Context: an optimization exercise on an open-source flow, tuned for small area. The choices shown serve that exercise and are no tape-out recipe.
Function was not checked in any run shown here: the RTL went through the layout flow alone.
Power and IR drop assume default switching activity.

### flow/config.mk
export PLATFORM = sky130hd
export DESIGN_NAME = snes_host_top
export DESIGN_NICKNAME = snes_host_top
export VERILOG_FILES = /design/flow/design.v
export SDC_FILE = /design/flow/constraint.sdc
export NUM_CORES = 4
export LEC_CHECK = 0
export CAP_MARGIN = 20
export CORE_MARGIN = 2
export CORE_UTILIZATION = 40
export SLEW_MARGIN = 20
export SYNTH_HIERARCHICAL = 1
### flow/constraint.sdc
create_clock -name core_clock -period 13.5 [get_ports {clk_74a}]
set_input_delay 2.7000 -clock core_clock [delete_from_list [all_inputs] [get_ports {clk_74a}]]
set_output_delay 2.7000 -clock core_clock [all_outputs]
set_load 0.01 [all_outputs]
### flow/design.v
package snes_host_pkg;
  localparam logic [31:0] addr_rom_size         = 32'h0000_0004;
  localparam logic [31:0] addr_rom_type         = 32'h0000_0008;
  localparam logic [31:0] addr_ram_size         = 32'h0000_000C;
  localparam logic [31:0] addr_pal              = 32'h0000_0010;
  localparam logic [31:0] addr_reset            = 32'h0000_0050;
  localparam logic [31:0] addr_cpu_turbo        = 32'h0000_0080;
  localparam logic [31:0] addr_gsu_turbo        = 32'h0000_0084;
  localparam logic [31:0] addr_multitap         = 32'h0000_0100;
  localparam logic [31:0] addr_lightgun         = 32'h0000_0104;
  localparam logic [31:0] addr_aim_speed        = 32'h0000_0108;
  localparam logic [31:0] addr_deadzone         = 32'h0000_010C;
  localparam logic [31:0] addr_square_pixels    = 32'h0000_0200;
  localparam logic [31:0] addr_blend            = 32'h0000_0204;
  localparam logic [31:0] addr_color_correction = 32'h0000_0208;
  localparam int reset_pulse_cycles = 32;
  localparam int reset_cnt_w        = 6;
  localparam int stick_center       = 128;
  localparam int corr_gain_r = 234;
  localparam int corr_gain_g = 258;
  localparam int corr_gain_b = 304;
  localparam int chan_max    = 255;
  typedef struct packed {
    logic        wr;
    logic [31:0] addr;
    logic [31:0] data;
  } bridge_wr_t;
  typedef struct packed {
    logic [7:0] rom_type;
    logic [3:0] rom_size;
    logic [3:0] ram_size;
    logic       pal;
  } cart_info_t;
  typedef struct packed {
    logic       cpu_turbo;
    logic       gsu_turbo;
    logic       multitap;
    logic       lightgun;
    logic       lightgun_type;
    logic       mouse;
    logic       blend;
    logic [7:0] aim_speed;
  } core_settings_t;
  typedef struct packed {
    logic       square_pixels;
    logic [7:0] color_correction;
  } video_settings_t;
  typedef struct packed {
    logic [15:0] keys;
    logic [7:0]  stick_x;
    logic [7:0]  stick_y;
  } pad_state_t;
  typedef struct packed {
    logic [7:0] r;
    logic [7:0] g;
    logic [7:0] b;
  } pixel_t;
  typedef struct packed {
    logic [8:0]  pad_hi;
    logic        tall_frame_n;
    logic        square_pixels;
    logic [12:0] pad_lo;
  } ctrl_word_t;
  typedef logic [23:0] video_word_u;
  typedef struct packed {
    logic        vs;
    logic        hs;
    logic        de;
    logic        tall_frame;
    video_word_u rgb;
  } video_in_t;
  typedef struct packed {
    logic        vs;
    logic        hs;
    logic        de;
    video_word_u word;
  } video_out_t;
endpackage
import snes_host_pkg::*;
module bridge_settings
(
  input  logic            clk_74a,
  input  logic            pll_core_locked,
  input  snes_host_pkg::bridge_wr_t      bridge_in,
  output snes_host_pkg::cart_info_t      cart_info,
  output snes_host_pkg::core_settings_t  core_settings,
  output snes_host_pkg::video_settings_t video_settings,
  output logic [7:0]      deadzone,
  output logic            core_reset
);
  logic [reset_cnt_w-1:0] reset_cnt;
  logic                   reset_hit;
  assign reset_hit = bridge_in.wr && (bridge_in.addr == addr_reset);
  always_ff @(posedge clk_74a or negedge pll_core_locked) begin
    if (!pll_core_locked) begin
      cart_info      <= '0;
      core_settings  <= '0;
      video_settings <= '0;
      deadzone       <= '0;
    end else if (bridge_in.wr) begin
      case (bridge_in.addr)
        addr_rom_size: begin
          cart_info.rom_size <= bridge_in.data[3:0];
        end
        addr_rom_type: begin
          cart_info.rom_type <= bridge_in.data[7:0];
        end
        addr_ram_size: begin
          cart_info.ram_size <= bridge_in.data[3:0];
        end
        addr_pal: begin
          cart_info.pal <= bridge_in.data[0];
        end
        addr_cpu_turbo: begin
          core_settings.cpu_turbo <= bridge_in.data[0];
        end
        addr_gsu_turbo: begin
          core_settings.gsu_turbo <= bridge_in.data[0];
        end
        addr_multitap: begin
          core_settings.multitap <= bridge_in.data[0];
        end
        addr_lightgun: begin
          core_settings.lightgun      <= bridge_in.data[0];
          core_settings.lightgun_type <= bridge_in.data[1];
          core_settings.mouse         <= bridge_in.data[2];
        end
        addr_aim_speed: begin
          core_settings.aim_speed <= bridge_in.data[7:0];
        end
        addr_deadzone: begin
          deadzone <= bridge_in.data[7:0];
        end
        addr_square_pixels: begin
          video_settings.square_pixels <= bridge_in.data[0];
        end
        addr_blend: begin
          core_settings.blend <= bridge_in.data[0];
        end
        addr_color_correction: begin
          video_settings.color_correction <= bridge_in.data[7:0];
        end
        default: begin
        end
      endcase
    end
  end
  always_ff @(posedge clk_74a or negedge pll_core_locked) begin
    if (!pll_core_locked) begin
      reset_cnt <= '0;
    end else if (reset_hit) begin
      reset_cnt <= reset_cnt_w'(reset_pulse_cycles);
    end else if (reset_cnt != '0) begin
      reset_cnt <= reset_cnt - 1'b1;
    end
  end
  assign core_reset = (reset_cnt != '0);
endmodule
import snes_host_pkg::*;
module stick_deadzone
(
  input  logic        clk_74a,
  input  logic        pll_core_locked,
  input  logic [15:0] cont1_key,
  input  logic [31:0] cont1_joy,
  input  logic [7:0]  deadzone,
  output snes_host_pkg::pad_state_t  pad_state
);
  logic [7:0] joy_x;
  logic [7:0] joy_y;
  logic [6:0] fx;
  logic [6:0] fy;
  logic       outside;
  assign joy_x = cont1_joy[7:0];
  assign joy_y = cont1_joy[15:8];
  assign fx = joy_x[6:0] ^ {7{~joy_x[7]}};
  assign fy = joy_y[6:0] ^ {7{~joy_y[7]}};
  logic dz_s1;
  logic dz_c2;
  logic dz_c4;
  logic dz_s5;
  logic dz_c6;
  logic dz_c8;
  logic dz_s9;
  logic dz_c10;
  logic dz_c12;
  logic dz_s13;
  logic dz_c14;
  logic dz_c16;
  logic dz_s17;
  logic dz_c18;
  logic dz_c20;
  logic dz_s21;
  logic dz_c22;
  logic dz_c24;
  logic dz_s25;
  logic dz_c26;
  logic dz_c28;
  logic dz_c30;
  fa_cell u_dz_s1 (.a(fx[0]), .b(fy[0]), .ci((~joy_x[7])), .s(dz_s1), .co(dz_c2));
  assign dz_c4 = ((~joy_y[7]) & (~deadzone[0])) | (dz_s1 & ((~joy_y[7]) | (~deadzone[0])));
  fa_cell u_dz_s5 (.a(fx[1]), .b(fy[1]), .ci((~deadzone[1])), .s(dz_s5), .co(dz_c6));
  assign dz_c8 = (dz_c2 & dz_c4) | (dz_s5 & (dz_c2 | dz_c4));
  fa_cell u_dz_s9 (.a(fx[2]), .b(fy[2]), .ci((~deadzone[2])), .s(dz_s9), .co(dz_c10));
  assign dz_c12 = (dz_c6 & dz_c8) | (dz_s9 & (dz_c6 | dz_c8));
  fa_cell u_dz_s13 (.a(fx[3]), .b(fy[3]), .ci((~deadzone[3])), .s(dz_s13), .co(dz_c14));
  assign dz_c16 = (dz_c10 & dz_c12) | (dz_s13 & (dz_c10 | dz_c12));
  fa_cell u_dz_s17 (.a(fx[4]), .b(fy[4]), .ci((~deadzone[4])), .s(dz_s17), .co(dz_c18));
  assign dz_c20 = (dz_c14 & dz_c16) | (dz_s17 & (dz_c14 | dz_c16));
  fa_cell u_dz_s21 (.a(fx[5]), .b(fy[5]), .ci((~deadzone[5])), .s(dz_s21), .co(dz_c22));
  assign dz_c24 = (dz_c18 & dz_c20) | (dz_s21 & (dz_c18 | dz_c20));
  fa_cell u_dz_s25 (.a(fx[6]), .b(fy[6]), .ci((~deadzone[6])), .s(dz_s25), .co(dz_c26));
  assign dz_c28 = (dz_c22 & dz_c24) | (dz_s25 & (dz_c22 | dz_c24));
  assign dz_c30 = ((~deadzone[7]) & dz_c26) | (dz_c28 & ((~deadzone[7]) | dz_c26));
  assign outside = dz_c30;
  always_ff @(posedge clk_74a or negedge pll_core_locked) begin
    if (!pll_core_locked) begin
      pad_state.keys    <= '0;
      pad_state.stick_x <= 8'(stick_center);
      pad_state.stick_y <= 8'(stick_center);
    end else begin
      pad_state.keys    <= cont1_key;
      pad_state.stick_x <= outside ? joy_x : 8'(stick_center);
      pad_state.stick_y <= outside ? joy_y : 8'(stick_center);
    end
  end
endmodule
import snes_host_pkg::*;
module video_color_out
(
  input  logic            clk_74a,
  input  logic            pll_core_locked,
  input  snes_host_pkg::video_in_t       video_in,
  input  snes_host_pkg::video_settings_t video_settings,
  output snes_host_pkg::video_out_t      video_out
);
  logic        tall_latched;
  logic        de_q;
  logic        hs_q;
  logic        vs_q;
  logic [23:0] word_q;
  logic [7:0]  k;
  logic [7:0]  cr, cg, cb;
  logic [7:0]  out_r, out_g, out_b;
  assign k  = video_settings.color_correction;
  assign cr = video_in.rgb[23:16];
  assign cg = video_in.rgb[15:8];
  assign cb = video_in.rgb[7:0];
  logic [4:0] e_r;
  always_comb begin
    case (cr)
      8'd0: e_r = 5'd0;
      8'd1: e_r = 5'd1;
      8'd2: e_r = 5'd1;
      8'd3: e_r = 5'd1;
      8'd4: e_r = 5'd1;
      8'd5: e_r = 5'd1;
      8'd6: e_r = 5'd1;
      8'd7: e_r = 5'd1;
      8'd8: e_r = 5'd1;
      8'd9: e_r = 5'd1;
      8'd10: e_r = 5'd1;
      8'd11: e_r = 5'd1;
      8'd12: e_r = 5'd2;
      8'd13: e_r = 5'd2;
      8'd14: e_r = 5'd2;
      8'd15: e_r = 5'd2;
      8'd16: e_r = 5'd2;
      8'd17: e_r = 5'd2;
      8'd18: e_r = 5'd2;
      8'd19: e_r = 5'd2;
      8'd20: e_r = 5'd2;
      8'd21: e_r = 5'd2;
      8'd22: e_r = 5'd2;
      8'd23: e_r = 5'd2;
      8'd24: e_r = 5'd3;
      8'd25: e_r = 5'd3;
      8'd26: e_r = 5'd3;
      8'd27: e_r = 5'd3;
      8'd28: e_r = 5'd3;
      8'd29: e_r = 5'd3;
      8'd30: e_r = 5'd3;
      8'd31: e_r = 5'd3;
      8'd32: e_r = 5'd3;
      8'd33: e_r = 5'd3;
      8'd34: e_r = 5'd3;
      8'd35: e_r = 5'd4;
      8'd36: e_r = 5'd4;
      8'd37: e_r = 5'd4;
      8'd38: e_r = 5'd4;
      8'd39: e_r = 5'd4;
      8'd40: e_r = 5'd4;
      8'd41: e_r = 5'd4;
      8'd42: e_r = 5'd4;
      8'd43: e_r = 5'd4;
      8'd44: e_r = 5'd4;
      8'd45: e_r = 5'd4;
      8'd46: e_r = 5'd4;
      8'd47: e_r = 5'd5;
      8'd48: e_r = 5'd5;
      8'd49: e_r = 5'd5;
      8'd50: e_r = 5'd5;
      8'd51: e_r = 5'd5;
      8'd52: e_r = 5'd5;
      8'd53: e_r = 5'd5;
      8'd54: e_r = 5'd5;
      8'd55: e_r = 5'd5;
      8'd56: e_r = 5'd5;
      8'd57: e_r = 5'd5;
      8'd58: e_r = 5'd5;
      8'd59: e_r = 5'd6;
      8'd60: e_r = 5'd6;
      8'd61: e_r = 5'd6;
      8'd62: e_r = 5'd6;
      8'd63: e_r = 5'd6;
      8'd64: e_r = 5'd6;
      8'd65: e_r = 5'd6;
      8'd66: e_r = 5'd6;
      8'd67: e_r = 5'd6;
      8'd68: e_r = 5'd6;
      8'd69: e_r = 5'd6;
      8'd70: e_r = 5'd7;
      8'd71: e_r = 5'd7;
      8'd72: e_r = 5'd7;
      8'd73: e_r = 5'd7;
      8'd74: e_r = 5'd7;
      8'd75: e_r = 5'd7;
      8'd76: e_r = 5'd7;
      8'd77: e_r = 5'd7;
      8'd78: e_r = 5'd7;
      8'd79: e_r = 5'd7;
      8'd80: e_r = 5'd7;
      8'd81: e_r = 5'd7;
      8'd82: e_r = 5'd8;
      8'd83: e_r = 5'd8;
      8'd84: e_r = 5'd8;
      8'd85: e_r = 5'd8;
      8'd86: e_r = 5'd8;
      8'd87: e_r = 5'd8;
      8'd88: e_r = 5'd8;
      8'd89: e_r = 5'd8;
      8'd90: e_r = 5'd8;
      8'd91: e_r = 5'd8;
      8'd92: e_r = 5'd8;
      8'd93: e_r = 5'd8;
      8'd94: e_r = 5'd9;
      8'd95: e_r = 5'd9;
      8'd96: e_r = 5'd9;
      8'd97: e_r = 5'd9;
      8'd98: e_r = 5'd9;
      8'd99: e_r = 5'd9;
      8'd100: e_r = 5'd9;
      8'd101: e_r = 5'd9;
      8'd102: e_r = 5'd9;
      8'd103: e_r = 5'd9;
      8'd104: e_r = 5'd9;
      8'd105: e_r = 5'd10;
      8'd106: e_r = 5'd10;
      8'd107: e_r = 5'd10;
      8'd108: e_r = 5'd10;
      8'd109: e_r = 5'd10;
      8'd110: e_r = 5'd10;
      8'd111: e_r = 5'd10;
      8'd112: e_r = 5'd10;
      8'd113: e_r = 5'd10;
      8'd114: e_r = 5'd10;
      8'd115: e_r = 5'd10;
      8'd116: e_r = 5'd10;
      8'd117: e_r = 5'd11;
      8'd118: e_r = 5'd11;
      8'd119: e_r = 5'd11;
      8'd120: e_r = 5'd11;
      8'd121: e_r = 5'd11;
      8'd122: e_r = 5'd11;
      8'd123: e_r = 5'd11;
      8'd124: e_r = 5'd11;
      8'd125: e_r = 5'd11;
      8'd126: e_r = 5'd11;
      8'd127: e_r = 5'd11;
      8'd128: e_r = 5'd11;
      8'd129: e_r = 5'd12;
      8'd130: e_r = 5'd12;
      8'd131: e_r = 5'd12;
      8'd132: e_r = 5'd12;
      8'd133: e_r = 5'd12;
      8'd134: e_r = 5'd12;
      8'd135: e_r = 5'd12;
      8'd136: e_r = 5'd12;
      8'd137: e_r = 5'd12;
      8'd138: e_r = 5'd12;
      8'd139: e_r = 5'd12;
      8'd140: e_r = 5'd13;
      8'd141: e_r = 5'd13;
      8'd142: e_r = 5'd13;
      8'd143: e_r = 5'd13;
      8'd144: e_r = 5'd13;
      8'd145: e_r = 5'd13;
      8'd146: e_r = 5'd13;
      8'd147: e_r = 5'd13;
      8'd148: e_r = 5'd13;
      8'd149: e_r = 5'd13;
      8'd150: e_r = 5'd13;
      8'd151: e_r = 5'd13;
      8'd152: e_r = 5'd14;
      8'd153: e_r = 5'd14;
      8'd154: e_r = 5'd14;
      8'd155: e_r = 5'd14;
      8'd156: e_r = 5'd14;
      8'd157: e_r = 5'd14;
      8'd158: e_r = 5'd14;
      8'd159: e_r = 5'd14;
      8'd160: e_r = 5'd14;
      8'd161: e_r = 5'd14;
      8'd162: e_r = 5'd14;
      8'd163: e_r = 5'd15;
      8'd164: e_r = 5'd15;
      8'd165: e_r = 5'd15;
      8'd166: e_r = 5'd15;
      8'd167: e_r = 5'd15;
      8'd168: e_r = 5'd15;
      8'd169: e_r = 5'd15;
      8'd170: e_r = 5'd15;
      8'd171: e_r = 5'd15;
      8'd172: e_r = 5'd15;
      8'd173: e_r = 5'd15;
      8'd174: e_r = 5'd15;
      8'd175: e_r = 5'd16;
      8'd176: e_r = 5'd16;
      8'd177: e_r = 5'd16;
      8'd178: e_r = 5'd16;
      8'd179: e_r = 5'd16;
      8'd180: e_r = 5'd16;
      8'd181: e_r = 5'd16;
      8'd182: e_r = 5'd16;
      8'd183: e_r = 5'd16;
      8'd184: e_r = 5'd16;
      8'd185: e_r = 5'd16;
      8'd186: e_r = 5'd16;
      8'd187: e_r = 5'd17;
      8'd188: e_r = 5'd17;
      8'd189: e_r = 5'd17;
      8'd190: e_r = 5'd17;
      8'd191: e_r = 5'd17;
      8'd192: e_r = 5'd17;
      8'd193: e_r = 5'd17;
      8'd194: e_r = 5'd17;
      8'd195: e_r = 5'd17;
      8'd196: e_r = 5'd17;
      8'd197: e_r = 5'd17;
      8'd198: e_r = 5'd18;
      8'd199: e_r = 5'd18;
      8'd200: e_r = 5'd18;
      8'd201: e_r = 5'd18;
      8'd202: e_r = 5'd18;
      8'd203: e_r = 5'd18;
      8'd204: e_r = 5'd18;
      8'd205: e_r = 5'd18;
      8'd206: e_r = 5'd18;
      8'd207: e_r = 5'd18;
      8'd208: e_r = 5'd18;
      8'd209: e_r = 5'd18;
      8'd210: e_r = 5'd19;
      8'd211: e_r = 5'd19;
      8'd212: e_r = 5'd19;
      8'd213: e_r = 5'd19;
      8'd214: e_r = 5'd19;
      8'd215: e_r = 5'd19;
      8'd216: e_r = 5'd19;
      8'd217: e_r = 5'd19;
      8'd218: e_r = 5'd19;
      8'd219: e_r = 5'd19;
      8'd220: e_r = 5'd19;
      8'd221: e_r = 5'd19;
      8'd222: e_r = 5'd20;
      8'd223: e_r = 5'd20;
      8'd224: e_r = 5'd20;
      8'd225: e_r = 5'd20;
      8'd226: e_r = 5'd20;
      8'd227: e_r = 5'd20;
      8'd228: e_r = 5'd20;
      8'd229: e_r = 5'd20;
      8'd230: e_r = 5'd20;
      8'd231: e_r = 5'd20;
      8'd232: e_r = 5'd20;
      8'd233: e_r = 5'd21;
      8'd234: e_r = 5'd21;
      8'd235: e_r = 5'd21;
      8'd236: e_r = 5'd21;
      8'd237: e_r = 5'd21;
      8'd238: e_r = 5'd21;
      8'd239: e_r = 5'd21;
      8'd240: e_r = 5'd21;
      8'd241: e_r = 5'd21;
      8'd242: e_r = 5'd21;
      8'd243: e_r = 5'd21;
      8'd244: e_r = 5'd21;
      8'd245: e_r = 5'd22;
      8'd246: e_r = 5'd22;
      8'd247: e_r = 5'd22;
      8'd248: e_r = 5'd22;
      8'd249: e_r = 5'd22;
      8'd250: e_r = 5'd22;
      8'd251: e_r = 5'd22;
      8'd252: e_r = 5'd22;
      8'd253: e_r = 5'd22;
      8'd254: e_r = 5'd22;
      8'd255: e_r = 5'd22;
      default: e_r = '0;
    endcase
  end
  logic [5:0] d_b;
  always_comb begin
    case (cb)
      8'd0: d_b = 6'd0;
      8'd1: d_b = 6'd0;
      8'd2: d_b = 6'd0;
      8'd3: d_b = 6'd0;
      8'd4: d_b = 6'd0;
      8'd5: d_b = 6'd0;
      8'd6: d_b = 6'd1;
      8'd7: d_b = 6'd1;
      8'd8: d_b = 6'd1;
      8'd9: d_b = 6'd1;
      8'd10: d_b = 6'd1;
      8'd11: d_b = 6'd2;
      8'd12: d_b = 6'd2;
      8'd13: d_b = 6'd2;
      8'd14: d_b = 6'd2;
      8'd15: d_b = 6'd2;
      8'd16: d_b = 6'd3;
      8'd17: d_b = 6'd3;
      8'd18: d_b = 6'd3;
      8'd19: d_b = 6'd3;
      8'd20: d_b = 6'd3;
      8'd21: d_b = 6'd3;
      8'd22: d_b = 6'd4;
      8'd23: d_b = 6'd4;
      8'd24: d_b = 6'd4;
      8'd25: d_b = 6'd4;
      8'd26: d_b = 6'd4;
      8'd27: d_b = 6'd5;
      8'd28: d_b = 6'd5;
      8'd29: d_b = 6'd5;
      8'd30: d_b = 6'd5;
      8'd31: d_b = 6'd5;
      8'd32: d_b = 6'd6;
      8'd33: d_b = 6'd6;
      8'd34: d_b = 6'd6;
      8'd35: d_b = 6'd6;
      8'd36: d_b = 6'd6;
      8'd37: d_b = 6'd6;
      8'd38: d_b = 6'd7;
      8'd39: d_b = 6'd7;
      8'd40: d_b = 6'd7;
      8'd41: d_b = 6'd7;
      8'd42: d_b = 6'd7;
      8'd43: d_b = 6'd8;
      8'd44: d_b = 6'd8;
      8'd45: d_b = 6'd8;
      8'd46: d_b = 6'd8;
      8'd47: d_b = 6'd8;
      8'd48: d_b = 6'd9;
      8'd49: d_b = 6'd9;
      8'd50: d_b = 6'd9;
      8'd51: d_b = 6'd9;
      8'd52: d_b = 6'd9;
      8'd53: d_b = 6'd9;
      8'd54: d_b = 6'd10;
      8'd55: d_b = 6'd10;
      8'd56: d_b = 6'd10;
      8'd57: d_b = 6'd10;
      8'd58: d_b = 6'd10;
      8'd59: d_b = 6'd11;
      8'd60: d_b = 6'd11;
      8'd61: d_b = 6'd11;
      8'd62: d_b = 6'd11;
      8'd63: d_b = 6'd11;
      8'd64: d_b = 6'd12;
      8'd65: d_b = 6'd12;
      8'd66: d_b = 6'd12;
      8'd67: d_b = 6'd12;
      8'd68: d_b = 6'd12;
      8'd69: d_b = 6'd12;
      8'd70: d_b = 6'd13;
      8'd71: d_b = 6'd13;
      8'd72: d_b = 6'd13;
      8'd73: d_b = 6'd13;
      8'd74: d_b = 6'd13;
      8'd75: d_b = 6'd14;
      8'd76: d_b = 6'd14;
      8'd77: d_b = 6'd14;
      8'd78: d_b = 6'd14;
      8'd79: d_b = 6'd14;
      8'd80: d_b = 6'd15;
      8'd81: d_b = 6'd15;
      8'd82: d_b = 6'd15;
      8'd83: d_b = 6'd15;
      8'd84: d_b = 6'd15;
      8'd85: d_b = 6'd15;
      8'd86: d_b = 6'd16;
      8'd87: d_b = 6'd16;
      8'd88: d_b = 6'd16;
      8'd89: d_b = 6'd16;
      8'd90: d_b = 6'd16;
      8'd91: d_b = 6'd17;
      8'd92: d_b = 6'd17;
      8'd93: d_b = 6'd17;
      8'd94: d_b = 6'd17;
      8'd95: d_b = 6'd17;
      8'd96: d_b = 6'd18;
      8'd97: d_b = 6'd18;
      8'd98: d_b = 6'd18;
      8'd99: d_b = 6'd18;
      8'd100: d_b = 6'd18;
      8'd101: d_b = 6'd18;
      8'd102: d_b = 6'd19;
      8'd103: d_b = 6'd19;
      8'd104: d_b = 6'd19;
      8'd105: d_b = 6'd19;
      8'd106: d_b = 6'd19;
      8'd107: d_b = 6'd20;
      8'd108: d_b = 6'd20;
      8'd109: d_b = 6'd20;
      8'd110: d_b = 6'd20;
      8'd111: d_b = 6'd20;
      8'd112: d_b = 6'd21;
      8'd113: d_b = 6'd21;
      8'd114: d_b = 6'd21;
      8'd115: d_b = 6'd21;
      8'd116: d_b = 6'd21;
      8'd117: d_b = 6'd21;
      8'd118: d_b = 6'd22;
      8'd119: d_b = 6'd22;
      8'd120: d_b = 6'd22;
      8'd121: d_b = 6'd22;
      8'd122: d_b = 6'd22;
      8'd123: d_b = 6'd23;
      8'd124: d_b = 6'd23;
      8'd125: d_b = 6'd23;
      8'd126: d_b = 6'd23;
      8'd127: d_b = 6'd23;
      8'd128: d_b = 6'd24;
      8'd129: d_b = 6'd24;
      8'd130: d_b = 6'd24;
      8'd131: d_b = 6'd24;
      8'd132: d_b = 6'd24;
      8'd133: d_b = 6'd24;
      8'd134: d_b = 6'd25;
      8'd135: d_b = 6'd25;
      8'd136: d_b = 6'd25;
      8'd137: d_b = 6'd25;
      8'd138: d_b = 6'd25;
      8'd139: d_b = 6'd26;
      8'd140: d_b = 6'd26;
      8'd141: d_b = 6'd26;
      8'd142: d_b = 6'd26;
      8'd143: d_b = 6'd26;
      8'd144: d_b = 6'd27;
      8'd145: d_b = 6'd27;
      8'd146: d_b = 6'd27;
      8'd147: d_b = 6'd27;
      8'd148: d_b = 6'd27;
      8'd149: d_b = 6'd27;
      8'd150: d_b = 6'd28;
      8'd151: d_b = 6'd28;
      8'd152: d_b = 6'd28;
      8'd153: d_b = 6'd28;
      8'd154: d_b = 6'd28;
      8'd155: d_b = 6'd29;
      8'd156: d_b = 6'd29;
      8'd157: d_b = 6'd29;
      8'd158: d_b = 6'd29;
      8'd159: d_b = 6'd29;
      8'd160: d_b = 6'd30;
      8'd161: d_b = 6'd30;
      8'd162: d_b = 6'd30;
      8'd163: d_b = 6'd30;
      8'd164: d_b = 6'd30;
      8'd165: d_b = 6'd30;
      8'd166: d_b = 6'd31;
      8'd167: d_b = 6'd31;
      8'd168: d_b = 6'd31;
      8'd169: d_b = 6'd31;
      8'd170: d_b = 6'd31;
      8'd171: d_b = 6'd32;
      8'd172: d_b = 6'd32;
      8'd173: d_b = 6'd32;
      8'd174: d_b = 6'd32;
      8'd175: d_b = 6'd32;
      8'd176: d_b = 6'd33;
      8'd177: d_b = 6'd33;
      8'd178: d_b = 6'd33;
      8'd179: d_b = 6'd33;
      8'd180: d_b = 6'd33;
      8'd181: d_b = 6'd33;
      8'd182: d_b = 6'd34;
      8'd183: d_b = 6'd34;
      8'd184: d_b = 6'd34;
      8'd185: d_b = 6'd34;
      8'd186: d_b = 6'd34;
      8'd187: d_b = 6'd35;
      8'd188: d_b = 6'd35;
      8'd189: d_b = 6'd35;
      8'd190: d_b = 6'd35;
      8'd191: d_b = 6'd35;
      8'd192: d_b = 6'd36;
      8'd193: d_b = 6'd36;
      8'd194: d_b = 6'd36;
      8'd195: d_b = 6'd36;
      8'd196: d_b = 6'd36;
      8'd197: d_b = 6'd36;
      8'd198: d_b = 6'd37;
      8'd199: d_b = 6'd37;
      8'd200: d_b = 6'd37;
      8'd201: d_b = 6'd37;
      8'd202: d_b = 6'd37;
      8'd203: d_b = 6'd38;
      8'd204: d_b = 6'd38;
      8'd205: d_b = 6'd38;
      8'd206: d_b = 6'd38;
      8'd207: d_b = 6'd38;
      8'd208: d_b = 6'd39;
      8'd209: d_b = 6'd39;
      8'd210: d_b = 6'd39;
      8'd211: d_b = 6'd39;
      8'd212: d_b = 6'd39;
      8'd213: d_b = 6'd39;
      8'd214: d_b = 6'd40;
      8'd215: d_b = 6'd40;
      8'd216: d_b = 6'd40;
      8'd217: d_b = 6'd40;
      8'd218: d_b = 6'd40;
      8'd219: d_b = 6'd41;
      8'd220: d_b = 6'd41;
      8'd221: d_b = 6'd41;
      8'd222: d_b = 6'd41;
      8'd223: d_b = 6'd41;
      8'd224: d_b = 6'd42;
      8'd225: d_b = 6'd42;
      8'd226: d_b = 6'd42;
      8'd227: d_b = 6'd42;
      8'd228: d_b = 6'd42;
      8'd229: d_b = 6'd42;
      8'd230: d_b = 6'd43;
      8'd231: d_b = 6'd43;
      8'd232: d_b = 6'd43;
      8'd233: d_b = 6'd43;
      8'd234: d_b = 6'd43;
      8'd235: d_b = 6'd44;
      8'd236: d_b = 6'd44;
      8'd237: d_b = 6'd44;
      8'd238: d_b = 6'd44;
      8'd239: d_b = 6'd44;
      8'd240: d_b = 6'd45;
      8'd241: d_b = 6'd45;
      8'd242: d_b = 6'd45;
      8'd243: d_b = 6'd45;
      8'd244: d_b = 6'd45;
      8'd245: d_b = 6'd45;
      8'd246: d_b = 6'd46;
      8'd247: d_b = 6'd46;
      8'd248: d_b = 6'd46;
      8'd249: d_b = 6'd46;
      8'd250: d_b = 6'd46;
      8'd251: d_b = 6'd47;
      8'd252: d_b = 6'd47;
      8'd253: d_b = 6'd47;
      8'd254: d_b = 6'd47;
      8'd255: d_b = 6'd47;
      default: d_b = '0;
    endcase
  end
  logic ar_s96;
  logic ar_c97;
  logic ar_s98;
  logic ar_c99;
  logic ar_s100;
  logic ar_c107;
  logic ar_c113;
  logic ar_c121;
  logic ar_c131;
  logic ar_c143;
  logic ar_s190;
  logic ar_s221;
  logic ar_s224;
  logic ar_c2;
  logic ar_s3;
  logic ar_c4;
  logic ar_c6;
  logic ar_s7;
  logic ar_c8;
  logic ar_s9;
  logic ar_c10;
  logic ar_c12;
  logic ar_s13;
  logic ar_c14;
  logic ar_s15;
  logic ar_c16;
  logic ar_s17;
  logic ar_c18;
  logic ar_c20;
  logic ar_s21;
  logic ar_c22;
  logic ar_s23;
  logic ar_c24;
  logic ar_s25;
  logic ar_c26;
  logic ar_s27;
  logic ar_c28;
  logic ar_c30;
  logic ar_s31;
  logic ar_c32;
  logic ar_s33;
  logic ar_c34;
  logic ar_s35;
  logic ar_c36;
  logic ar_s37;
  logic ar_c38;
  logic ar_s39;
  logic ar_c40;
  logic ar_s42;
  logic ar_c43;
  logic ar_s44;
  logic ar_c45;
  logic ar_s46;
  logic ar_c47;
  logic ar_s48;
  logic ar_c49;
  logic ar_s50;
  logic ar_c51;
  logic ar_c53;
  logic ar_s54;
  logic ar_c55;
  logic ar_s56;
  logic ar_c57;
  logic ar_s58;
  logic ar_c59;
  logic ar_s60;
  logic ar_c61;
  logic ar_s62;
  logic ar_c63;
  logic ar_c65;
  logic ar_s66;
  logic ar_c67;
  logic ar_s68;
  logic ar_c69;
  logic ar_s70;
  logic ar_c71;
  logic ar_s72;
  logic ar_c73;
  logic ar_s74;
  logic ar_c75;
  logic ar_s76;
  logic ar_c77;
  logic ar_s78;
  logic ar_c79;
  logic ar_s80;
  logic ar_c81;
  logic ar_s82;
  logic ar_c83;
  logic ar_s84;
  logic ar_c85;
  logic ar_s86;
  logic ar_c87;
  logic ar_s88;
  logic ar_c89;
  logic ar_s90;
  logic ar_c91;
  logic ar_s92;
  logic ar_c93;
  logic ar_s94;
  logic ar_c95;
  logic ar_c103;
  logic ar_s104;
  logic ar_c105;
  logic ar_s108;
  logic ar_c109;
  logic ar_s110;
  logic ar_c111;
  logic ar_s114;
  logic ar_c115;
  logic ar_s116;
  logic ar_c117;
  logic ar_s118;
  logic ar_c119;
  logic ar_s122;
  logic ar_c123;
  logic ar_s124;
  logic ar_c125;
  logic ar_s126;
  logic ar_c127;
  logic ar_s128;
  logic ar_c129;
  logic ar_s132;
  logic ar_c133;
  logic ar_s134;
  logic ar_c135;
  logic ar_s136;
  logic ar_c137;
  logic ar_s138;
  logic ar_c139;
  logic ar_s140;
  logic ar_c141;
  logic ar_s144;
  logic ar_c145;
  logic ar_s146;
  logic ar_c147;
  logic ar_s148;
  logic ar_c149;
  logic ar_s150;
  logic ar_c151;
  logic ar_s152;
  logic ar_c153;
  logic ar_c155;
  logic ar_s156;
  logic ar_c157;
  logic ar_s158;
  logic ar_c159;
  logic ar_s160;
  logic ar_c161;
  logic ar_s162;
  logic ar_c163;
  logic ar_s164;
  logic ar_c165;
  logic ar_c167;
  logic ar_s168;
  logic ar_c169;
  logic ar_s170;
  logic ar_c171;
  logic ar_s172;
  logic ar_c173;
  logic ar_s174;
  logic ar_c175;
  logic ar_s176;
  logic ar_c177;
  logic ar_s178;
  logic ar_c179;
  logic ar_s180;
  logic ar_c181;
  logic ar_s182;
  logic ar_c183;
  logic ar_s184;
  logic ar_c185;
  logic ar_s186;
  logic ar_c187;
  logic ar_s188;
  logic ar_c189;
  logic ar_s191;
  logic ar_c192;
  logic ar_s193;
  logic ar_c194;
  logic ar_s195;
  logic ar_c196;
  logic ar_s197;
  logic ar_c198;
  logic ar_s199;
  logic ar_c200;
  logic ar_s201;
  logic ar_c202;
  logic ar_s203;
  logic ar_c204;
  logic ar_s205;
  logic ar_c206;
  logic ar_s207;
  logic ar_c208;
  logic ar_s209;
  logic ar_c210;
  logic ar_s211;
  logic ar_c212;
  logic ar_s213;
  logic ar_c214;
  logic ar_s215;
  logic ar_c216;
  logic ar_s217;
  logic ar_c218;
  logic ar_s219;
  logic ar_c220;
  logic ar_s222;
  logic ar_c223;
  logic ar_s225;
  assign ar_s96 = ~(cr[5] ^ ar_c95);
  assign ar_c97 = cr[5] | ar_c95;
  assign ar_s98 = ~(cr[6] ^ ar_c97);
  assign ar_c99 = cr[6] | ar_c97;
  assign ar_s100 = ~(cr[7] ^ ar_c99);
  assign ar_c107 = ar_c103 | ar_s104;
  assign ar_c113 = ar_c107 | ar_s110;
  assign ar_c121 = ar_c113 | ar_s118;
  assign ar_c131 = ar_c121 | ar_s128;
  assign ar_c143 = ar_c131 | ar_s140;
  assign ar_s190 = ~ar_s188;
  assign ar_s221 = ~ar_s219;
  assign ar_s224 = ~ar_s222;
  assign ar_c2 = (~cr[0]) & (~(e_r[0] & k[0]));
  fa_cell u_ar_s3 (.a((~cr[1])), .b((~(e_r[0] & k[1]))), .ci((~(e_r[1] & k[0]))), .s(ar_s3), .co(ar_c4));
  assign ar_c6 = ar_c2 & ar_s3;
  fa_cell u_ar_s7 (.a((~cr[2])), .b((~(e_r[0] & k[2]))), .ci((~(e_r[1] & k[1]))), .s(ar_s7), .co(ar_c8));
  fa_cell u_ar_s9 (.a((~(e_r[2] & k[0]))), .b(ar_c4), .ci(ar_s7), .s(ar_s9), .co(ar_c10));
  assign ar_c12 = ar_c6 & ar_s9;
  fa_cell u_ar_s13 (.a((~cr[3])), .b((~(e_r[0] & k[3]))), .ci((~(e_r[1] & k[2]))), .s(ar_s13), .co(ar_c14));
  fa_cell u_ar_s15 (.a((~(e_r[2] & k[1]))), .b((~(e_r[3] & k[0]))), .ci(ar_c8), .s(ar_s15), .co(ar_c16));
  fa_cell u_ar_s17 (.a(ar_s13), .b(ar_c10), .ci(ar_s15), .s(ar_s17), .co(ar_c18));
  assign ar_c20 = ar_c12 & ar_s17;
  fa_cell u_ar_s21 (.a((~cr[4])), .b((~(e_r[0] & k[4]))), .ci((~(e_r[1] & k[3]))), .s(ar_s21), .co(ar_c22));
  fa_cell u_ar_s23 (.a((~(e_r[2] & k[2]))), .b((~(e_r[3] & k[1]))), .ci((~(e_r[4] & k[0]))), .s(ar_s23), .co(ar_c24));
  fa_cell u_ar_s25 (.a(ar_c14), .b(ar_s21), .ci(ar_s23), .s(ar_s25), .co(ar_c26));
  fa_cell u_ar_s27 (.a(ar_c16), .b(ar_s25), .ci(ar_c18), .s(ar_s27), .co(ar_c28));
  assign ar_c30 = ar_c20 & ar_s27;
  fa_cell u_ar_s31 (.a((~cr[5])), .b((~(e_r[0] & k[5]))), .ci((~(e_r[1] & k[4]))), .s(ar_s31), .co(ar_c32));
  fa_cell u_ar_s33 (.a((~(e_r[2] & k[3]))), .b((~(e_r[3] & k[2]))), .ci((~(e_r[4] & k[1]))), .s(ar_s33), .co(ar_c34));
  fa_cell u_ar_s35 (.a(ar_c22), .b(ar_c24), .ci(ar_s31), .s(ar_s35), .co(ar_c36));
  fa_cell u_ar_s37 (.a(ar_s33), .b(ar_c26), .ci(ar_s35), .s(ar_s37), .co(ar_c38));
  fa_cell u_ar_s39 (.a(ar_s37), .b(ar_c28), .ci(ar_c30), .s(ar_s39), .co(ar_c40));
  fa_cell u_ar_s42 (.a((~cr[6])), .b((~(e_r[0] & k[6]))), .ci((~(e_r[1] & k[5]))), .s(ar_s42), .co(ar_c43));
  fa_cell u_ar_s44 (.a((~(e_r[2] & k[4]))), .b((~(e_r[3] & k[3]))), .ci((~(e_r[4] & k[2]))), .s(ar_s44), .co(ar_c45));
  fa_cell u_ar_s46 (.a(ar_c32), .b(ar_c34), .ci(ar_s42), .s(ar_s46), .co(ar_c47));
  fa_cell u_ar_s48 (.a(ar_s44), .b(ar_c36), .ci(ar_s46), .s(ar_s48), .co(ar_c49));
  fa_cell u_ar_s50 (.a(ar_c38), .b(ar_s48), .ci(ar_c40), .s(ar_s50), .co(ar_c51));
  assign ar_c53 = ar_s39 & ar_s50;
  fa_cell u_ar_s54 (.a((~cr[7])), .b((~(e_r[0] & k[7]))), .ci((~(e_r[1] & k[6]))), .s(ar_s54), .co(ar_c55));
  fa_cell u_ar_s56 (.a((~(e_r[2] & k[5]))), .b((~(e_r[3] & k[4]))), .ci((~(e_r[4] & k[3]))), .s(ar_s56), .co(ar_c57));
  fa_cell u_ar_s58 (.a(ar_c43), .b(ar_c45), .ci(ar_s54), .s(ar_s58), .co(ar_c59));
  fa_cell u_ar_s60 (.a(ar_s56), .b(ar_c47), .ci(ar_s58), .s(ar_s60), .co(ar_c61));
  fa_cell u_ar_s62 (.a(ar_c49), .b(ar_s60), .ci(ar_c51), .s(ar_s62), .co(ar_c63));
  assign ar_c65 = ar_c53 & ar_s62;
  fa_cell u_ar_s66 (.a(cr[0]), .b((~(e_r[1] & k[7]))), .ci((~(e_r[2] & k[6]))), .s(ar_s66), .co(ar_c67));
  fa_cell u_ar_s68 (.a((~(e_r[3] & k[5]))), .b((~(e_r[4] & k[4]))), .ci(ar_c55), .s(ar_s68), .co(ar_c69));
  fa_cell u_ar_s70 (.a(ar_c57), .b(ar_s66), .ci(ar_c59), .s(ar_s70), .co(ar_c71));
  fa_cell u_ar_s72 (.a(ar_s68), .b(ar_c61), .ci(ar_s70), .s(ar_s72), .co(ar_c73));
  fa_cell u_ar_s74 (.a(ar_s72), .b(ar_c63), .ci(ar_c65), .s(ar_s74), .co(ar_c75));
  fa_cell u_ar_s76 (.a(cr[1]), .b((~(e_r[2] & k[7]))), .ci((~(e_r[3] & k[6]))), .s(ar_s76), .co(ar_c77));
  fa_cell u_ar_s78 (.a((~(e_r[4] & k[5]))), .b(ar_c67), .ci(ar_s76), .s(ar_s78), .co(ar_c79));
  fa_cell u_ar_s80 (.a(ar_c69), .b(ar_s78), .ci(ar_c71), .s(ar_s80), .co(ar_c81));
  fa_cell u_ar_s82 (.a(ar_s80), .b(ar_c73), .ci(ar_c75), .s(ar_s82), .co(ar_c83));
  fa_cell u_ar_s84 (.a(cr[2]), .b((~(e_r[3] & k[7]))), .ci((~(e_r[4] & k[6]))), .s(ar_s84), .co(ar_c85));
  fa_cell u_ar_s86 (.a(ar_c77), .b(ar_s84), .ci(ar_c79), .s(ar_s86), .co(ar_c87));
  fa_cell u_ar_s88 (.a(ar_s86), .b(ar_c81), .ci(ar_c83), .s(ar_s88), .co(ar_c89));
  fa_cell u_ar_s90 (.a(cr[3]), .b((~(e_r[4] & k[7]))), .ci(ar_c85), .s(ar_s90), .co(ar_c91));
  fa_cell u_ar_s92 (.a(ar_s90), .b(ar_c87), .ci(ar_c89), .s(ar_s92), .co(ar_c93));
  fa_cell u_ar_s94 (.a(cr[4]), .b(ar_c91), .ci(ar_c93), .s(ar_s94), .co(ar_c95));
  assign ar_c103 = cb[0] & (~(d_b[0] & k[0]));
  fa_cell u_ar_s104 (.a(cb[1]), .b((~(d_b[0] & k[1]))), .ci((~(d_b[1] & k[0]))), .s(ar_s104), .co(ar_c105));
  fa_cell u_ar_s108 (.a(cb[2]), .b((~(d_b[0] & k[2]))), .ci((~(d_b[1] & k[1]))), .s(ar_s108), .co(ar_c109));
  fa_cell u_ar_s110 (.a((~(d_b[2] & k[0]))), .b(ar_c105), .ci(ar_s108), .s(ar_s110), .co(ar_c111));
  fa_cell u_ar_s114 (.a(cb[3]), .b((~(d_b[0] & k[3]))), .ci((~(d_b[1] & k[2]))), .s(ar_s114), .co(ar_c115));
  fa_cell u_ar_s116 (.a((~(d_b[2] & k[1]))), .b((~(d_b[3] & k[0]))), .ci(ar_c109), .s(ar_s116), .co(ar_c117));
  fa_cell u_ar_s118 (.a(ar_s114), .b(ar_c111), .ci(ar_s116), .s(ar_s118), .co(ar_c119));
  fa_cell u_ar_s122 (.a(cb[4]), .b((~(d_b[0] & k[4]))), .ci((~(d_b[1] & k[3]))), .s(ar_s122), .co(ar_c123));
  fa_cell u_ar_s124 (.a((~(d_b[2] & k[2]))), .b((~(d_b[3] & k[1]))), .ci((~(d_b[4] & k[0]))), .s(ar_s124), .co(ar_c125));
  fa_cell u_ar_s126 (.a(ar_c115), .b(ar_s122), .ci(ar_s124), .s(ar_s126), .co(ar_c127));
  fa_cell u_ar_s128 (.a(ar_c117), .b(ar_s126), .ci(ar_c119), .s(ar_s128), .co(ar_c129));
  fa_cell u_ar_s132 (.a(cb[5]), .b((~(d_b[0] & k[5]))), .ci((~(d_b[1] & k[4]))), .s(ar_s132), .co(ar_c133));
  fa_cell u_ar_s134 (.a((~(d_b[2] & k[3]))), .b((~(d_b[3] & k[2]))), .ci((~(d_b[4] & k[1]))), .s(ar_s134), .co(ar_c135));
  fa_cell u_ar_s136 (.a((~(d_b[5] & k[0]))), .b(ar_c123), .ci(ar_c125), .s(ar_s136), .co(ar_c137));
  fa_cell u_ar_s138 (.a(ar_s132), .b(ar_s134), .ci(ar_c127), .s(ar_s138), .co(ar_c139));
  fa_cell u_ar_s140 (.a(ar_s136), .b(ar_s138), .ci(ar_c129), .s(ar_s140), .co(ar_c141));
  fa_cell u_ar_s144 (.a(cb[6]), .b((~(d_b[0] & k[6]))), .ci((~(d_b[1] & k[5]))), .s(ar_s144), .co(ar_c145));
  fa_cell u_ar_s146 (.a((~(d_b[2] & k[4]))), .b((~(d_b[3] & k[3]))), .ci((~(d_b[4] & k[2]))), .s(ar_s146), .co(ar_c147));
  fa_cell u_ar_s148 (.a((~(d_b[5] & k[1]))), .b(ar_c133), .ci(ar_c135), .s(ar_s148), .co(ar_c149));
  fa_cell u_ar_s150 (.a(ar_s144), .b(ar_s146), .ci(ar_c137), .s(ar_s150), .co(ar_c151));
  fa_cell u_ar_s152 (.a(ar_s148), .b(ar_c139), .ci(ar_s150), .s(ar_s152), .co(ar_c153));
  assign ar_c155 = (ar_s152 & ar_c141) | (ar_c143 & (ar_s152 | ar_c141));
  fa_cell u_ar_s156 (.a(cb[7]), .b((~(d_b[0] & k[7]))), .ci((~(d_b[1] & k[6]))), .s(ar_s156), .co(ar_c157));
  fa_cell u_ar_s158 (.a((~(d_b[2] & k[5]))), .b((~(d_b[3] & k[4]))), .ci((~(d_b[4] & k[3]))), .s(ar_s158), .co(ar_c159));
  fa_cell u_ar_s160 (.a((~(d_b[5] & k[2]))), .b(ar_c145), .ci(ar_c147), .s(ar_s160), .co(ar_c161));
  fa_cell u_ar_s162 (.a(ar_s156), .b(ar_s158), .ci(ar_c149), .s(ar_s162), .co(ar_c163));
  fa_cell u_ar_s164 (.a(ar_s160), .b(ar_c151), .ci(ar_s162), .s(ar_s164), .co(ar_c165));
  assign ar_c167 = (ar_c153 & ar_s164) | (ar_c155 & (ar_c153 | ar_s164));
  fa_cell u_ar_s168 (.a((~cb[0])), .b((~(d_b[1] & k[7]))), .ci((~(d_b[2] & k[6]))), .s(ar_s168), .co(ar_c169));
  fa_cell u_ar_s170 (.a((~(d_b[3] & k[5]))), .b((~(d_b[4] & k[4]))), .ci((~(d_b[5] & k[3]))), .s(ar_s170), .co(ar_c171));
  fa_cell u_ar_s172 (.a(ar_c157), .b(ar_c159), .ci(ar_s168), .s(ar_s172), .co(ar_c173));
  fa_cell u_ar_s174 (.a(ar_s170), .b(ar_c161), .ci(ar_s172), .s(ar_s174), .co(ar_c175));
  fa_cell u_ar_s176 (.a(ar_c163), .b(ar_s174), .ci(ar_c165), .s(ar_s176), .co(ar_c177));
  ha_cell u_ar_s178 (.a(ar_c167), .b(ar_s176), .s(ar_s178), .co(ar_c179));
  fa_cell u_ar_s180 (.a((~cb[1])), .b((~(d_b[2] & k[7]))), .ci((~(d_b[3] & k[6]))), .s(ar_s180), .co(ar_c181));
  fa_cell u_ar_s182 (.a((~(d_b[4] & k[5]))), .b((~(d_b[5] & k[4]))), .ci(ar_c169), .s(ar_s182), .co(ar_c183));
  fa_cell u_ar_s184 (.a(ar_c171), .b(ar_s180), .ci(ar_c173), .s(ar_s184), .co(ar_c185));
  fa_cell u_ar_s186 (.a(ar_s182), .b(ar_c175), .ci(ar_s184), .s(ar_s186), .co(ar_c187));
  fa_cell u_ar_s188 (.a(ar_s186), .b(ar_c177), .ci(ar_c179), .s(ar_s188), .co(ar_c189));
  fa_cell u_ar_s191 (.a((~cb[2])), .b((~(d_b[3] & k[7]))), .ci((~(d_b[4] & k[6]))), .s(ar_s191), .co(ar_c192));
  fa_cell u_ar_s193 (.a((~(d_b[5] & k[5]))), .b(ar_c181), .ci(ar_s191), .s(ar_s193), .co(ar_c194));
  fa_cell u_ar_s195 (.a(ar_c183), .b(ar_s193), .ci(ar_c185), .s(ar_s195), .co(ar_c196));
  fa_cell u_ar_s197 (.a(ar_s195), .b(ar_c187), .ci(ar_c189), .s(ar_s197), .co(ar_c198));
  ha_cell u_ar_s199 (.a(ar_s188), .b(ar_s197), .s(ar_s199), .co(ar_c200));
  fa_cell u_ar_s201 (.a((~cb[3])), .b((~(d_b[4] & k[7]))), .ci((~(d_b[5] & k[6]))), .s(ar_s201), .co(ar_c202));
  fa_cell u_ar_s203 (.a(ar_c192), .b(ar_s201), .ci(ar_c194), .s(ar_s203), .co(ar_c204));
  fa_cell u_ar_s205 (.a(ar_s203), .b(ar_c196), .ci(ar_c198), .s(ar_s205), .co(ar_c206));
  ha_cell u_ar_s207 (.a(ar_c200), .b(ar_s205), .s(ar_s207), .co(ar_c208));
  fa_cell u_ar_s209 (.a((~cb[4])), .b((~(d_b[5] & k[7]))), .ci(ar_c202), .s(ar_s209), .co(ar_c210));
  fa_cell u_ar_s211 (.a(ar_s209), .b(ar_c204), .ci(ar_c206), .s(ar_s211), .co(ar_c212));
  ha_cell u_ar_s213 (.a(ar_c208), .b(ar_s211), .s(ar_s213), .co(ar_c214));
  fa_cell u_ar_s215 (.a((~cb[5])), .b(ar_c210), .ci(ar_c212), .s(ar_s215), .co(ar_c216));
  ha_cell u_ar_s217 (.a(ar_c214), .b(ar_s215), .s(ar_s217), .co(ar_c218));
  fa_cell u_ar_s219 (.a((~cb[6])), .b(ar_c216), .ci(ar_c218), .s(ar_s219), .co(ar_c220));
  fa_cell u_ar_s222 (.a((~cb[7])), .b(ar_c220), .ci(ar_s219), .s(ar_s222), .co(ar_c223));
  assign ar_s225 = ar_c223 ^ ar_s222;
  assign out_r = {ar_s100, ar_s98, ar_s96, ar_s94, ar_s92, ar_s88, ar_s82, ar_s74};
  assign out_b = {~(ar_s224 & ar_s225), ~(ar_s221 & ar_s225), ~(ar_s217 & ar_s225), ~(ar_s213 & ar_s225), ~(ar_s207 & ar_s225), ~(ar_s199 & ar_s225), ~(ar_s190 & ar_s225), ~(ar_s178 & ar_s225)};
  assign out_g = cg - {7'd0, (cg > (k & {8{cg[7]}}))};
  always_ff @(posedge clk_74a or negedge pll_core_locked) begin
    if (!pll_core_locked) begin
      tall_latched <= 1'b0;
      de_q         <= 1'b0;
      hs_q         <= 1'b0;
      vs_q         <= 1'b0;
    end else begin
      de_q <= video_in.de;
      hs_q <= video_in.hs;
      vs_q <= video_in.vs;
      if (video_in.vs && !vs_q) begin
        tall_latched <= video_in.tall_frame;
      end
    end
  end
  always_ff @(posedge clk_74a) begin
    if (video_in.de) begin
      word_q <= {out_r, out_g, out_b};
    end else if (de_q) begin
      word_q <= {9'd0, ~tall_latched, video_settings.square_pixels, 13'd0};
    end
  end
  assign video_out = {vs_q, hs_q, de_q, word_q};
endmodule
module fa_cell
(
  input  logic a,
  input  logic b,
  input  logic ci,
  output logic s,
  output logic co
);
  assign s  = a ^ b ^ ci;
  assign co = (a & b) | (ci & (a ^ b));
endmodule
module ha_cell
(
  input  logic a,
  input  logic b,
  output logic s,
  output logic co
);
  assign s  = a ^ b;
  assign co = a & b;
endmodule
import snes_host_pkg::*;
module snes_host_top
(
  input  logic           clk_74a,
  input  logic           pll_core_locked,
  input  logic [64:0]    bridge_in,
  input  logic [15:0]    cont1_key,
  input  logic [31:0]    cont1_joy,
  input  logic [27:0]    video_in,
  output logic [16:0]    cart_info,
  output logic [14:0]    core_settings,
  output logic           core_reset,
  output logic [31:0]    pad_state,
  output logic [26:0]    video_out
);
  snes_host_pkg::video_settings_t video_settings;
  logic [7:0]      deadzone;
  snes_host_pkg::bridge_wr_t      bridge_s;
  snes_host_pkg::video_in_t       video_in_s;
  snes_host_pkg::cart_info_t      cart_info_s;
  snes_host_pkg::core_settings_t  core_settings_s;
  snes_host_pkg::pad_state_t      pad_state_s;
  snes_host_pkg::video_out_t      video_out_s;
  assign bridge_s      = bridge_in;
  assign video_in_s    = video_in;
  assign cart_info     = cart_info_s;
  assign core_settings = core_settings_s;
  assign pad_state     = pad_state_s;
  assign video_out     = video_out_s;
  bridge_settings u_bridge_settings (
    .clk_74a        (clk_74a),
    .pll_core_locked(pll_core_locked),
    .bridge_in      (bridge_s),
    .cart_info      (cart_info_s),
    .core_settings  (core_settings_s),
    .video_settings (video_settings),
    .deadzone       (deadzone),
    .core_reset     (core_reset)
  );
  stick_deadzone u_stick_deadzone (
    .clk_74a        (clk_74a),
    .pll_core_locked(pll_core_locked),
    .cont1_key      (cont1_key),
    .cont1_joy      (cont1_joy),
    .deadzone       (deadzone),
    .pad_state      (pad_state_s)
  );
  video_color_out u_video_color_out (
    .clk_74a        (clk_74a),
    .pll_core_locked(pll_core_locked),
    .video_in       (video_in_s),
    .video_settings (video_settings),
    .video_out      (video_out_s)
  );
endmodule
### flow/run.sh
#!/bin/bash
# synth_recipe.tcl (not shown) runs the flow's synth.tcl, then flattens the netlist and writes it again
# the make line also repeats each setting of config.mk as NAME=value (left out here)
make -C /OpenROAD-flow-scripts/flow DESIGN_CONFIG=/design/flow/config.mk WORK_HOME=/design/flow/orfs CLKGATE_MAP_FILE= SYNTH_SCRIPT=/design/flow/synth_recipe.tcl finish
==> summary.md, run 1 <==
| Metric | Value |
|---|---|
| Reg-to-reg endpoint | `u_video_color_out.word_q[3]$_SDFFCE_PN0P_` |
| Worst setup endpoint | `u_video_color_out.word_q[3]$_SDFFCE_PN0P_` |
| Share of cells above drive strength 1 | `13.3%` |
| Routed WL | `20800 um` |
| Largest stage delay on the critical path | `0.60 ns` |
| Synth area leaders | `dfrtp_1 (27%), fa_1 (23%), edfxtp_1 (8.8%)` |
| Hold Crit Class | `reg2reg` |
| Worst Path Max Fanout | `8` |
| Most common cell on crit path | `fa_1` |
| CTS tree | `yes` |
| Die Span Y | `147 um` |
| Die W | `147 um` |
| Post-synth EDFFs | `24` |
| Reg2reg start | `u_bridge_settings.video_settings[2]$_DFFE_PN0P_` |
| Post-synth cell types | `74` |
| Crit. End Element | `register` |
| FMAX | `88.2 MHz` |
| Post-CTS setup buffers | `0` |
| Syn Nets | `957` |
| IO Port Bufs | `194` |
| PD cells | `91.4 mW/mm2` |
| H-Tree Depth | `4` |
| Crit path from | `video_in[1]` |
| Yosys reg bits | `115` |
| Sequential fraction of the synthesis area | `36.4%` |
| Count of final hold-check violations | `0` |
| Initial DRT Pass Iterations | `5` |
| Final min period | `11.34 ns` |
| Total track usage | `20.0%` |
| Via density | `5.19` |
| CP delay by family, top | `adder cells` |
| Leak Pwr | `0.00411 uW` |
| Area leader, netlist | `dfrtp_1` |
| DP Wirelength | `16100 um` |
| Synth Area in Compound Gates | `8.13%` |
| # DRC | `0` |
| Cell area after synthesis | `0.00824 mm2` |
| Number of global-route vias before repair | `6565` |
| GRT Residual Overflow | `0` |
| CP required | `13.65 ns` |
| Clk sink count | `115` |
| Final Max Tran Viols | `0` |
| Rows | `52` |
| Largest net degree at the start of global routing | `77` |
| RSZ-0062 raised after global routing | `false` |
| Max-cap viol count | `0` |
| Share of the synthesized area in the top cell type | `27.0%` |
| Simple-Gate Fraction of Synth Area | `15.4%` |
| Worst Path Buf+Inv | `3` |
| Startpoint types | `input port` |
| Mux cell area share after synthesis | `7.81%` |
| CP Data Arrival Time | `11.49 ns` |
| Post-CTS sizing | `0` |
| Synth Instances | `701` |
| DR vias | `6073` |
| Reg2Reg Depth | `23` |
| Total number of yosys warnings | `9` |
| Tightest hold margin | `0.501 ns` |
| Primary FF master, synth | `dfrtp_1` |
| Critical path depth | `29` |
| Worst-case clock buffer depth | `2` |
| Ant. Diodes | `0` |
| Post-Synth XOR/XNOR Area | `3.16%` |
| Worst slew pin tran | `1.03 ns` |
| P&R area growth vs syn | `32.8%` |
| Initial core utilization | `40.7%` |
| Pwr Total | `999 uW` |
| R2R setup slack | `5.50 ns` |
| Initial antenna violation count | `0` |
| Nets | `1143` |
| Synth Area in Adders | `25.7%` |
| Maximum vdd drop | `83.8 uV` |
| Root buffer cell | `clkbuf_16` |
| Mapped Avg Cell Area | `11.7 um2` |
| CP Class | `in2reg` |
| Final setup vio count | `0` |
| Clock Latency Late Sink | `0.41 ns` |
| Setup TNS | `0 ns` |
| Largest family of logic cells by synthesized area | `adder cells` |
| Status | `finished clean` |
| Max stage delay cell, worst path | `xnor2_1` |
| Slew HR | `30.8%` |
| Die Area | `0.0218 mm2` |
| Core box area | `0.0202 mm2` |
| Drt first-iter violations | `285` |
| Final period utilization | `84.0%` |
| Synth async-reset ratio | `79.1%` |
| Routability-driven placement congestion ratio | `0.797` |
| Num CTS Buffers | `17` |
| Routed length per instance | `17.8 um` |
| Skew final | `0.00891 ns` |
| CTS Hold Bufs | `0` |
| First-pass GRT wire length | `34100 um` |
| # IOs | `235` |
| CTS clk-pin slew, worst paths | `0.05 ns` |
| Post-route ant nets | `0` |
## cell type report
| class | instances | area (um2) |
|---|---|---|
| tap | 270 | 338 |
| clock buffer | 24 | 503 |
| inverter | 30 | 113 |
| sequential | 115 | 3000 |
| clock inverter | 8 | 73.8 |
| fill | 1751 | 9300 |
| multi-input combinational | 528 | 4960 |
| timing repair buffer | 195 | 1950 |
## per-layer routing
| metal | part of all wire, % | wire (um) | global-route usage [%] |
|---|---|---|---|
| met1 | 41 | 8630 | 25.3 |
| met2 | 50 | 10300 | 33.2 |
| met3 | 7.9 | 1640 | 6.39 |
| met4 | 1.0 | 215 | 5.53 |
| met5 | 0 | 0 | 0 |
## through the flow
stage / util [%] / setup slack (ns) / cell area (um2) / instances
5_1_grt: 54.1 / 1.70 / 10900 / 1170
2_1_floorplan: - / 3.13 / 8240 / 701
3_5_place_dp: 51.2 / 1.79 / 10400 / 1138
6_report: 54.1 / 2.16 / 10900 / 1170
4_1_cts: 54.1 / 2.19 / 10900 / 1170
3_3_place_gp: 51.2 / 1.91 / 10400 / 1138
## placed cells by master, fill, tap and decap left out, types with 4 or more instances in the layout
cell,count
clkbuf_16,18
ha_1,19
xor2_1,6
nor3_1,11
nand2_1,126
nand3_1,5
and3_1,5
inv_1,27
and2_1,13
nand2b_1,7
xnor2_1,20
nor4_1,6
a21oi_1,18
o21a_1,5
nor2b_1,12
o22ai_1,4
o31ai_1,4
clkdlybuf4s50_1,193
clkinv_2,4
o21ai_0,6
a21boi_0,7
a21oi_2,11
a21o_1,5
nand4_1,8
mux2_2,42
nor4_2,4
dfrtp_1,89
nor2_1,18
edfxtp_1,24
mux2_4,8
mux2i_1,5
fa_1,94
## registers in the layout, indices dropped and copies added, names as in the netlist, 6 cells and up
signal                            flops
u_stick_deadzone.pad_state           32
u_bridge_settings.cart_info          17
u_bridge_settings.reset_cnt           6
u_video_color_out.word_q             24
u_bridge_settings.deadzone            8
u_bridge_settings.core_settings      15
u_bridge_settings.video_settings      9
## Yosys stat by module (local to each module, per instance), excerpt
module	times used	area, um2
bridge_settings	1	2510
video_color_out	1	2470
stick_deadzone	1	1310
fa_cell	94	20.0
ha_cell	5	12.5
## worst reg2reg max path: cells and delay by family, from the launching register on
kind	cells	cell delay (ns)
fa+ha+maj	15	5.95
flops	1	0.68
compound gates	2	0.50
simple gates	4	0.44
buf+inv	2	0.16
## worst min-delay path by stage
stage / startpoint / end / slack, ns / cells past startpoint
finish: u_bridge_settings.cart_info[9]$_DFFE_PN0P_ / u_bridge_settings.cart_info[9]$_DFFE_PN0P_ / 0.50 / 1
global route: u_bridge_settings.cart_info[1]$_DFFE_PN0P_ / u_bridge_settings.cart_info[1]$_DFFE_PN0P_ / 0.51 / 1
detailed placement: u_bridge_settings.cart_info[9]$_DFFE_PN0P_ / u_bridge_settings.cart_info[9]$_DFFE_PN0P_ / 0.49 / 1
floorplan: u_video_color_out.tall_latched$_DFFE_PN0P_ / u_video_color_out.tall_latched$_DFFE_PN0P_ / 0.48 / 1
CTS: u_bridge_settings.cart_info[9]$_DFFE_PN0P_ / u_bridge_settings.cart_info[9]$_DFFE_PN0P_ / 0.51 / 1
global placement: u_bridge_settings.cart_info[11]$_DFFE_PN0P_ / u_bridge_settings.cart_info[11]$_DFFE_PN0P_ / 0.49 / 1
## report_power, final
part	internal, uW	leakage (uW)	switching [uW]
logic	89.9	0.00240	97.9
clock network	278	0.000281	155
registers	373	0.00143	5.67
## cells in the mapped netlist, drive strengths merged (12+ instances only)
master / instances
ha: 19
and2: 13
dfrtp: 89
xnor2: 22
edfxtp: 24
nor2b: 12
a21oi: 29
nor4: 13
nor2: 18
fa: 94
mux2: 50
nor3: 14
buf: 14
inv: 30
nand2: 127
clkbuf: 14
## logic make-up after synthesis
family / count (synthesis)
buf+inv: 58
xor+xnor: 28
fa+ha+maj: 113
compound gates: 90
flops: 115
simple gates: 242
mux: 55
==> run 2: changes to the inputs <==
==> flow/flow/run.sh (new file) <==
#!/bin/bash
# Layout: the standard ORFS flow, with two changes to how the layout
# is built: the port buffers are the smallest buffer cell (buf_1) instead
# of the flow's default pick, and the clock tree uses no dummy loads.
set -euo pipefail
export BUFFER_PORTS_ARGS="-buffer_cell sky130_fd_sc_hd__buf_1"
export CTS_ARGS="-sink_clustering_enable -repair_clock_nets -dont_use_dummy_load"
bash standard.sh > orfs_make.log 2>&1
==> flow/standard.sh (new file) <==
#!/bin/bash
# synth_recipe.tcl (not shown) runs the flow's synth.tcl, then flattens the netlist and writes it again
# the make line also repeats each setting of config.mk as NAME=value (left out here)
make -C /OpenROAD-flow-scripts/flow DESIGN_CONFIG=/design/flow/config.mk WORK_HOME=/design/flow/orfs CLKGATE_MAP_FILE= SYNTH_SCRIPT=/design/flow/synth_recipe.tcl "${@:-finish}"
removed: flow/run.sh
==> run 2 against run 1 <==
Compared with the run above: still clean; first-iteration DRC count fell by 18%; worst setup slack improved by 0.52 ns; power fell by 12%; synthesized area did not move; fmax rose by 4.8%; count of clock-buffer cells in the layout fell by 7; global-route usage fell by 0.97 points; largest power group is now registers; highest routed layer unchanged.
==> summary.md, run 2 <==
| Metric | Value |
|---|---|
| R2R setup slack | `5.60 ns (+0.10 ns)` |
| Initial antenna violation count | `1 (+1)` |
| # DRC | `0 (unchanged)` |
| Root buffer cell | `clkbuf_16` |
| Routed WL | `19300 um (-7.1%)` |
| Status | `finished clean` |
| CP delay by family, top | `adder cells` |
| Leading cell type in the layout, fill and taps excluded | `buf_1` |
| Die Area | `0.0218 mm2 (unchanged)` |
| RSZ-0062 raised after global routing | `false` |
| Post-CTS setup buffers | `0 (unchanged)` |
| Worst Path Buf+Inv | `3 (unchanged)` |
| DR vias | `5922 (-2.5%)` |
| Post-route ant nets | `0 (unchanged)` |
| Largest family of logic cells by synthesized area | `adder cells` |
| Nets | `1144 (+0.087%)` |
| GRT Residual Overflow | `0 (unchanged)` |
| Share of cells above drive strength 1 | `12.3% (-1.0 points)` |
| Largest Register | `u_stick_deadzone.pad_state` |
| Fin cells | `1157 (-1.1%)` |
| P&R area growth vs syn | `16.4%` |
| Reg2Reg Depth | `23 (unchanged)` |
| Clk sink count | `115 (unchanged)` |
| Area leader, netlist | `dfrtp_1` |
| Drt first-iter violations | `234 (-18%)` |
| Slew HR | `30.3% (-0.46 points)` |
| Synth Area in Adders | `25.7% (unchanged)` |
| Max stage delay cell, worst path | `xnor2_1` |
| Routability-driven placement congestion ratio | `0.817 (+2.5%)` |
| Number of global-route vias before repair | `6343 (-3.4%)` |
| Leak Pwr | `0.00354 uW (-14%)` |
| Worst hold start | `u_bridge_settings.cart_info[5]$_DFFE_PN0P_` |
| Initial core utilization | `40.7% (unchanged)` |
| Hold Crit Class | `reg2reg` |
| Most common cell in the netlist | `nand2_1` |
| Primary FF master, synth | `dfrtp_1` |
| CP required | `13.65 ns (about the same)` |
| Skew final | `0.0161 ns (+0.00715 ns)` |
| Post-Synth XOR/XNOR Area | `3.16% (unchanged)` |
| Max-cap viol count | `0 (unchanged)` |
| FMAX | `92.4 MHz (+4.8%)` |
| Dpl cells | `1139 (+0.088%)` |
| Mapped Avg Cell Area | `11.7 um2 (unchanged)` |
| DP Area | `0.00916 mm2 (-12%)` |
| CTS Hold Bufs | `0 (unchanged)` |
| Final period utilization | `80.2% (-3.9 points)` |
| CTS clk-pin slew, worst paths | `0.05 ns (about the same)` |
| Final Max Tran Viols | `0 (unchanged)` |
| Post-CTS sizing | `0 (unchanged)` |
| Die Span Y | `147 um (unchanged)` |
| CTS tree | `yes` |
| Count of final hold-check violations | `0 (unchanged)` |
| Synth area leaders | `dfrtp_1 (27%), fa_1 (23%), edfxtp_1 (8.8%)` |
| Worst hold endpoint | `u_bridge_settings.cart_info[5]$_DFFE_PN0P_` |
| Maximum vdd drop | `76.7 uV (-8.5%)` |
| Rows | `52 (unchanged)` |
| Share of the synthesized area in the top cell type | `27.0% (unchanged)` |
| Post-synth EDFFs | `24 (unchanged)` |
| Worst slew pin tran | `1.04 ns (+0.00689 ns)` |
| IO Port Bufs | `194 (unchanged)` |
| Post-route cell area | `0.00959 mm2 (-12%)` |
| Largest net degree at the start of global routing | `74 (-3.9%)` |
| # IOs | `235 (unchanged)` |
| Routed length per instance | `16.7 um (-6.0%)` |
| Largest stage delay on the critical path | `0.59 ns (about the same)` |
| CP Data Arrival Time | `10.98 ns (-0.51 ns)` |
| Reg-to-reg endpoint | `u_video_color_out.word_q[0]$_SDFFCE_PN0P_` |
| Total number of yosys warnings | `9 (unchanged)` |
| Clock Latency Late Sink | `0.41 ns (about the same)` |
| Synth async-reset ratio | `79.1% (unchanged)` |
| Via density | `5.12 (-1.4%)` |
## run 2: cell counts after synthesis
Identical to the previous run, type by type.
## run 2: cell type report
| type | instances | area [um2] |
|---|---|---|
| antenna | 1 | 2.50 |
| clock buffer | 17 | 425 |
| fill | 1902 | 10600 |
| inverter | 30 | 113 |
| multi-input combinational | 528 | 4960 |
| sequential | 115 | 3000 |
| tap | 270 | 338 |
| timing repair buffer | 196 | 747 |
## run 2: cells by family (layout without fill, tap and decap cells)
family	count (synthesis)	count (layout)
buffers and inverters	58	243
XOR/XNOR	28	28
multiplexers	55	55
AND/OR/NAND/NOR	242	242
other	0	1
flip-flops	115	115
AO/OA/AOI/OAI	90	90
adder cells (fa/ha/maj)	113	113
## run 2: modules after synthesis (local to each module, per instance), a selection
module	cells	area, um2	times used
video_color_out	317	2470	1
bridge_settings	177	2510	1
stick_deadzone	108	1310	1
fa_cell	1	20.0	94
ha_cell	1	12.5	5
## run 2: through the flow
stage                     worst slack [ns]  total power [uW]  utilization (%)
final                                 2.68               874             47.4
after floorplan                       3.13               479                -
after detailed placement              2.26               535             45.3
after CTS                             2.70               886             47.4
after global placement                2.33               534             45.3
after global routing                  2.22               917             47.4
## run 2: per-layer routing
metal  track usage (%)  up-vias  wire [um]
met1              25.1     2958       8640
met4              5.87        0        352
li1                  -     2761          -
met5                 0        -          0
met2              31.1      184       9220
met3              4.81       19       1140
## run 2: where the power goes
part	internal, uW	leakage (uW)	total [uW]	switching, uW
Sequential	374	0.00143	379	5.36
Combinational	51.6	0.00190	148	96.8
Clock	216	0.000209	347	131
Total	642	0.00354	874	233
## run 2: worst max path at each step
stage	depth (start not counted)	slack, ns	from	to
after floorplan	27	3.13	video_in[1]	u_video_color_out.word_q[6]$_SDFFCE_PN0P_
after global placement	29	2.33	video_in[1]	u_video_color_out.word_q[4]$_SDFFCE_PN0P_
after detailed placement	29	2.26	video_in[1]	u_video_color_out.word_q[0]$_SDFFCE_PN0P_
after CTS	29	2.70	video_in[1]	u_video_color_out.word_q[0]$_SDFFCE_PN0P_
after global routing	29	2.22	video_in[1]	u_video_color_out.word_q[3]$_SDFFCE_PN0P_
final	29	2.68	video_in[1]	u_video_color_out.word_q[0]$_SDFFCE_PN0P_

static timing again, ports no longer ideal:
How much do the figures lean on ideal ports? The routed layouts below were timed once more, with nothing changed but the port constraints. Step 1 sets driving cells, clkbuf_16 on the clock port and buf_2 on the other inputs (assumed; they add their load-dependent delay and slew). Step 2, shift: input delay + t, output delay - t, t = (earliest + latest rising clock arrival at the registers) / 2. This alone moves slack from input paths to output paths. Three values: ideal ports, drivers, drivers and shift; two values: the first two.
| run | shift t [ns] | setup slack, ns |
|---|---|---|
| run 1 | 0.444 | 2.158 / 2.174 / 1.730 |
| run 2 | 0.443 | 2.678 / 2.695 / 2.252 |
After both steps every run listed still meets setup and hold.
